This design comes from an exercise in tuning for small area, a short achievable clock period and few clock cycles on the open sky130 flow, not from production work.
Only simulation tests tie the RTL to the original design; equivalence was not proved.

==> inputs of 07-14 <==
==> flow/design.v <==
module mdu_add #(
  parameter int W = 32
) (
  input  logic [W-1:0] x,
  input  logic [W-1:0] y,
  input  logic         ci,
  output logic [W-1:0] s,
  output logic         co
);
  for (genvar i = 0; i < W; i++) begin : g_bit
    logic cin, cout;
    if (i == 0) begin : g_first
      assign cin = ci;
    end else begin : g_next
      assign cin = g_bit[i-1].cout;
    end
    assign s[i] = x[i] ^ y[i] ^ cin;
    assign cout = (x[i] & y[i]) | (x[i] & cin) | (y[i] & cin);
  end
  assign co = g_bit[W-1].cout;
endmodule
module mdu_sequencer #(
  parameter int unsigned MULT_CYCLES = 5,   
  parameter int unsigned DIV_CYCLES  = 10   
) (
  input  logic        clk,
  input  logic        reset,
  input  logic        start,
  input  logic [2:0]  mdu_op,
  input  logic [31:0] a,
  input  logic [31:0] b,
  input  logic        cancel,
  input  logic        d_is_md,
  output logic        busy,
  output logic        stall_md,
  output logic [31:0] hi,
  output logic [31:0] lo
);
  localparam int K  = 2;        
  localparam int M  = 8;        
  localparam int CM = 32 / M;   
  localparam int CW = 5;        
  logic cancel_w;
  assign cancel_w = cancel;
  logic          busy_q;
  logic [CW-1:0] cnt_q;       
  logic [1:0]    len_q;       
  logic          mul_q;       
  logic          neg_hi_q;    
  logic          neg_lo_q;    
  logic [31:0]   d_q;         
  logic [31:0]   r_q;         
  logic [31:0]   q_q;         
  logic [31:0]   hi_q, lo_q;
  function automatic logic [4:0] msb32(input logic [31:0] x);
    msb32 = 5'd0;
    for (int i = 0; i < 32; i++) if (x[i]) msb32 = i[4:0];
  endfunction
  function automatic logic [31:0] cneg32(input logic [31:0] x, input logic neg);
    logic any;
    any = 1'b0;
    for (int i = 0; i < 32; i++) begin
      cneg32[i] = x[i] ^ (neg & any);
      any       = any | x[i];
    end
  endfunction
  logic        st_signed, a_neg, b_neg, a_zero, b_zero;
  logic [31:0] ua, ub;
  logic [4:0]  la, lb;
  assign st_signed = ~mdu_op[0];
  assign a_neg     = st_signed & a[31];
  assign b_neg     = st_signed & b[31];
  assign ua        = cneg32(a, a_neg);
  assign ub        = cneg32(b, b_neg);
  assign a_zero    = (a == 32'd0);
  assign b_zero    = (b == 32'd0);
  assign la        = msb32(ua);
  assign lb        = msb32(ub);
  logic          d_short;      
  logic [4:0]    d_span;
  logic [4:0]    d_sh;         
  logic [CW-1:0] d_cyc;
  assign d_short = a_zero | (la < lb);
  assign d_span  = la - lb;
  assign d_cyc   = {1'b0, d_span[4:1]} + 5'd1;       
  assign d_sh    = {~d_span[4:1], 1'b0};            
  logic [63:0] d_rq0;
  assign d_rq0 = {32'd0, ua} << d_sh;
  logic          m_swap;
  logic [31:0]   m_x, m_y;
  logic [4:0]    m_ly;
  logic [1:0]    m_len;
  assign m_swap = la < lb;
  assign m_x    = m_swap ? ub : ua;
  assign m_y    = m_swap ? ua : ub;
  assign m_ly   = m_swap ? la : lb;
  assign m_len  = m_ly[4:3];                        
  logic [31:0] dv_r [K+1];
  logic [31:0] dv_q [K+1];
  assign dv_r[0] = r_q;
  assign dv_q[0] = q_q;
  for (genvar k = 0; k < K; k++) begin : g_div
    logic [31:0] s, t;
    logic        s_top, co, ge;
    assign s     = {dv_r[k][30:0], dv_q[k][31]};
    assign s_top = dv_r[k][31];
    mdu_add #(.W(32)) u_sub (.x(s), .y(d_q), .ci(1'b1), .s(t), .co(co));
    assign ge        = s_top | co;
    assign dv_r[k+1] = (t & {32{ge}}) | (s & {32{~ge}});
    assign dv_q[k+1] = {dv_q[k][30:0], ge};
  end
  logic [31:0] mu_r [M+1];
  logic [31:0] mu_q [M+1];
  assign mu_r[0] = r_q;
  assign mu_q[0] = q_q;
  for (genvar k = 0; k < M; k++) begin : g_mul
    logic [31:0] t;
    logic        co;
    mdu_add #(.W(32)) u_add (.x(mu_r[k]), .y(d_q & {32{mu_q[k][0]}}), .ci(1'b0),
                             .s(t), .co(co));
    assign mu_r[k+1] = {co, t[31:1]};
    assign mu_q[k+1] = {t[0], mu_q[k][31:1]};
  end
  logic [63:0] res_raw, res_neg, res;
  logic [63:0] nmask;
  assign res_raw = mul_q ? {mu_r[M], mu_q[M]} : {dv_r[K], dv_q[K]};
  always_comb begin
    logic any;
    any = 1'b0;
    for (int i = 0; i < 32; i++) begin
      nmask[i] = neg_lo_q & any;
      any      = any | res_raw[i];
    end
    any = any & mul_q;
    for (int i = 32; i < 64; i++) begin
      nmask[i] = neg_hi_q & any;
      any      = any | res_raw[i];
    end
  end
  assign res_neg = res_raw ^ nmask;
  logic [4:0] m_sh;
  assign m_sh = mul_q ? {~len_q, 3'b000} : 5'd0;   
  assign res  = (res_neg >> m_sh) | ({64{neg_hi_q & mul_q}} & ~({64{1'b1}} >> m_sh));
  logic go, last;
  assign go   = ~busy_q & start & ~cancel_w;
  assign last = busy_q & ~cancel_w & (cnt_q == 5'd1);
  always_ff @(posedge clk or negedge reset) begin
    if (!reset) begin
      busy_q <= 1'b0;
      hi_q   <= 32'd0;
      lo_q   <= 32'd0;
    end else begin
      if (go) begin
        case (mdu_op)
          3'd0, 3'd1: begin
            if (a_zero | b_zero) begin
              hi_q <= 32'd0;
              lo_q <= 32'd0;
            end else begin
              busy_q <= 1'b1;
            end
          end
          3'd2, 3'd3: begin
            if (!b_zero) begin
              if (d_short) begin
                hi_q <= a;
                lo_q <= 32'd0;
              end else begin
                busy_q <= 1'b1;
              end
            end
          end
          3'd4: hi_q <= a;
          3'd5: lo_q <= a;
          default: ;
        endcase
      end else if (busy_q) begin
        if (cancel_w) begin
          busy_q <= 1'b0;
        end else if (last) begin
          busy_q <= 1'b0;
          hi_q   <= res[63:32];
          lo_q   <= res[31:0];
        end
      end
    end
  end
  always_ff @(posedge clk) begin
    if (~busy_q) begin
      if (~mdu_op[1]) begin
        cnt_q    <= {3'd0, m_len} + 5'd1;
        len_q    <= m_len;
        mul_q    <= 1'b1;
        neg_hi_q <= a_neg ^ b_neg;
        neg_lo_q <= a_neg ^ b_neg;
        d_q      <= m_x;
        r_q      <= 32'd0;
        q_q      <= m_y;
      end else begin
        cnt_q    <= d_cyc;
        len_q    <= m_len;
        mul_q    <= 1'b0;
        neg_hi_q <= a_neg;
        neg_lo_q <= a_neg ^ b_neg;
        d_q      <= ~ub;
        r_q      <= d_rq0[63:32];
        q_q      <= d_rq0[31:0];
      end
    end else begin
      cnt_q <= cnt_q - 5'd1;
      r_q   <= mul_q ? mu_r[M] : dv_r[K];
      q_q   <= mul_q ? mu_q[M] : dv_q[K];
    end
  end
  assign busy     = busy_q;
  assign stall_md = d_is_md & (start | busy_q);
  assign hi       = hi_q;
  assign lo       = lo_q;
endmodule
==> flow/run.sh <==
#!/bin/bash
# synth_recipe.tcl (not shown) runs the flow's synth.tcl, then flattens the netlist and writes it again
# the make line also repeats each setting of config.mk as NAME=value (left out here)
make -C /OpenROAD-flow-scripts/flow DESIGN_CONFIG=/design/flow/config.mk WORK_HOME=/design/flow/orfs CLKGATE_MAP_FILE= SYNTH_SCRIPT=/design/flow/synth_recipe.tcl finish
==> flow/config.mk <==
export PLATFORM = sky130hd
export DESIGN_NAME = mdu_sequencer
export DESIGN_NICKNAME = mdu_sequencer
export VERILOG_FILES = /design/flow/design.v
export SDC_FILE = /design/flow/constraint.sdc
export NUM_CORES = 4
export LEC_CHECK = 0
export ABC_AREA = 1
export CAP_MARGIN = 20
export CORE_MARGIN = 2
export CORE_UTILIZATION = 40
export SLEW_MARGIN = 20
==> flow/constraint.sdc <==
create_clock -name core_clock -period 85.0 [get_ports {clk}]
set_input_delay 17.0000 -clock core_clock [delete_from_list [all_inputs] [get_ports {clk}]]
set_output_delay 17.0000 -clock core_clock [all_outputs]
set_load 0.01 [all_outputs]
==> 09-09 (differences from 07-14) <==
==> flow/flow/run.sh (new file) <==
#!/bin/bash
# The standard layout (the standard.sh) with two changes:
#  - the port buffers are sky130_fd_sc_hd__buf_1 instead of the cell buffer_ports
#    picks by default (every input and output port still gets its own buffer);
#  - ORFS's power recovery (repair_timing -recover_power) runs at global route,
#    downsizing gates that have slack to spare.
set -euo pipefail
bash standard.sh "BUFFER_PORTS_ARGS=-buffer_cell sky130_fd_sc_hd__buf_1" "RECOVER_POWER=100" finish > flow_standard.log 2>&1
==> flow/standard.sh (new file) <==
#!/bin/bash
# synth_recipe.tcl (not shown) runs the flow's synth.tcl, then flattens the netlist and writes it again
# the make line also repeats each setting of config.mk as NAME=value (left out here)
make -C /OpenROAD-flow-scripts/flow DESIGN_CONFIG=/design/flow/config.mk WORK_HOME=/design/flow/orfs CLKGATE_MAP_FILE= SYNTH_SCRIPT=/design/flow/synth_recipe.tcl "${@:-finish}"
Settings changed: CAP_MARGIN 20 to 10, CORE_UTILIZATION 40 to 50, CTS_BUF_LIST set to sky130_fd_sc_hd__clkbuf_8, SLEW_MARGIN 20 to 10.
removed: flow/run.sh
==> 10-10 (differences from 07-14) <==
==> flow/flow/run.sh (new file) <==
#!/bin/bash
# The standard layout (the standard.sh), with the port buffers made of
# sky130_fd_sc_hd__buf_1 instead of the cell buffer_ports picks by default.
# Every input and output port still gets its own buffer.
set -euo pipefail
bash standard.sh "BUFFER_PORTS_ARGS=-buffer_cell sky130_fd_sc_hd__buf_1" finish > flow_standard.log 2>&1
==> flow/standard.sh (new file) <==
#!/bin/bash
# synth_recipe.tcl (not shown) runs the flow's synth.tcl, then flattens the netlist and writes it again
# the make line also repeats each setting of config.mk as NAME=value (left out here)
make -C /OpenROAD-flow-scripts/flow DESIGN_CONFIG=/design/flow/config.mk WORK_HOME=/design/flow/orfs CLKGATE_MAP_FILE= SYNTH_SCRIPT=/design/flow/synth_recipe.tcl "${@:-finish}"
Settings changed: CAP_MARGIN 20 to 5, CORE_UTILIZATION 40 to 50, CTS_BUF_LIST set to sky130_fd_sc_hd__clkbuf_8, PLACE_DENSITY set to 0.7, SLEW_MARGIN 20 to 5.
removed: flow/run.sh
==> summary of the runs <==
10-10 finished clean. 07-14 finished clean. 09-09 completed and failed the layout checks on capacitance limit, slew limit. Core utilization: 07-14 < 09-09 < 10-10. Hold slack, lowest first: 07-14, 09-09, 10-10. Setup slack: 10-10 > 09-09 > 07-14.
==> figures <==
| quantity | 10-10 | 07-14 | 09-09 |
|---|---|---|---|
| Initial DRC Count | 2890 | 2206 | 2524 |
| Multi-input gate share of the layout cell area | 0.674 | 0.641 | 0.670 |
| WL met3 | 7.35 mm | 6.57 mm | 7.60 mm |
| Die Span Y | 224 um | 250 um | 224 um |
| Wire length of the first global-routing pass | 130 mm | 136 mm | 140 mm |
| Status | no timing/DRC/antenna violations | no timing/DRC/antenna violations | failed layout checks |
| Reasons for failing layout checks | - | - | capacitance limit, slew limit |
| FILL cells | 4720 | 6246 | 4921 |
| Highest clock frequency the design can meet | 29.1 MHz | 28.5 MHz | 29.1 MHz |
| Number of diodes | 0 | 0 | 4 |
Testbench counts of 07-14, summed over its fixed seeds: cycles 133,686.
Testbench counts of 09-09, summed over its fixed seeds: cycles 133,686.
Testbench counts of 10-10, summed over its fixed seeds: cycles 133,686.

## separate check: timing with driven ports
Ports are ideal in the flow. The routed layouts listed here were re-timed in OpenROAD. Step 1 sets driving cells, clkbuf_16 on the clock port and buf_2 on the other inputs (assumed; they add their load-dependent delay and slew). Step 2 times the ports against the registers' clock, not the clock port: input delays grow and output delays shrink by t, the midpoint of the rising clock arrivals with the driver on. Slacks: no drivers / after step 1 / after step 2; pairs: no drivers / after step 1.
run	t (ns)	slack for setup (ns)	clock arrival spread, ns	worst register clock-pin slew, ns	cell pins on the clock port's net
07-14	0.515	49.866 / 49.841 / 49.841	0.016 / 0.016	0.08 / 0.08	1
09-09	0.591	50.631 / 50.609 / 50.609	0.031 / 0.030	0.12 / 0.12	1
10-10	0.575	50.639 / 50.619 / 50.619	0.020 / 0.019	0.11 / 0.12	1
For 07-14, which loses most, drivers alone change the setup slack by -0.025 ns; drivers and shift together by -0.025 ns.
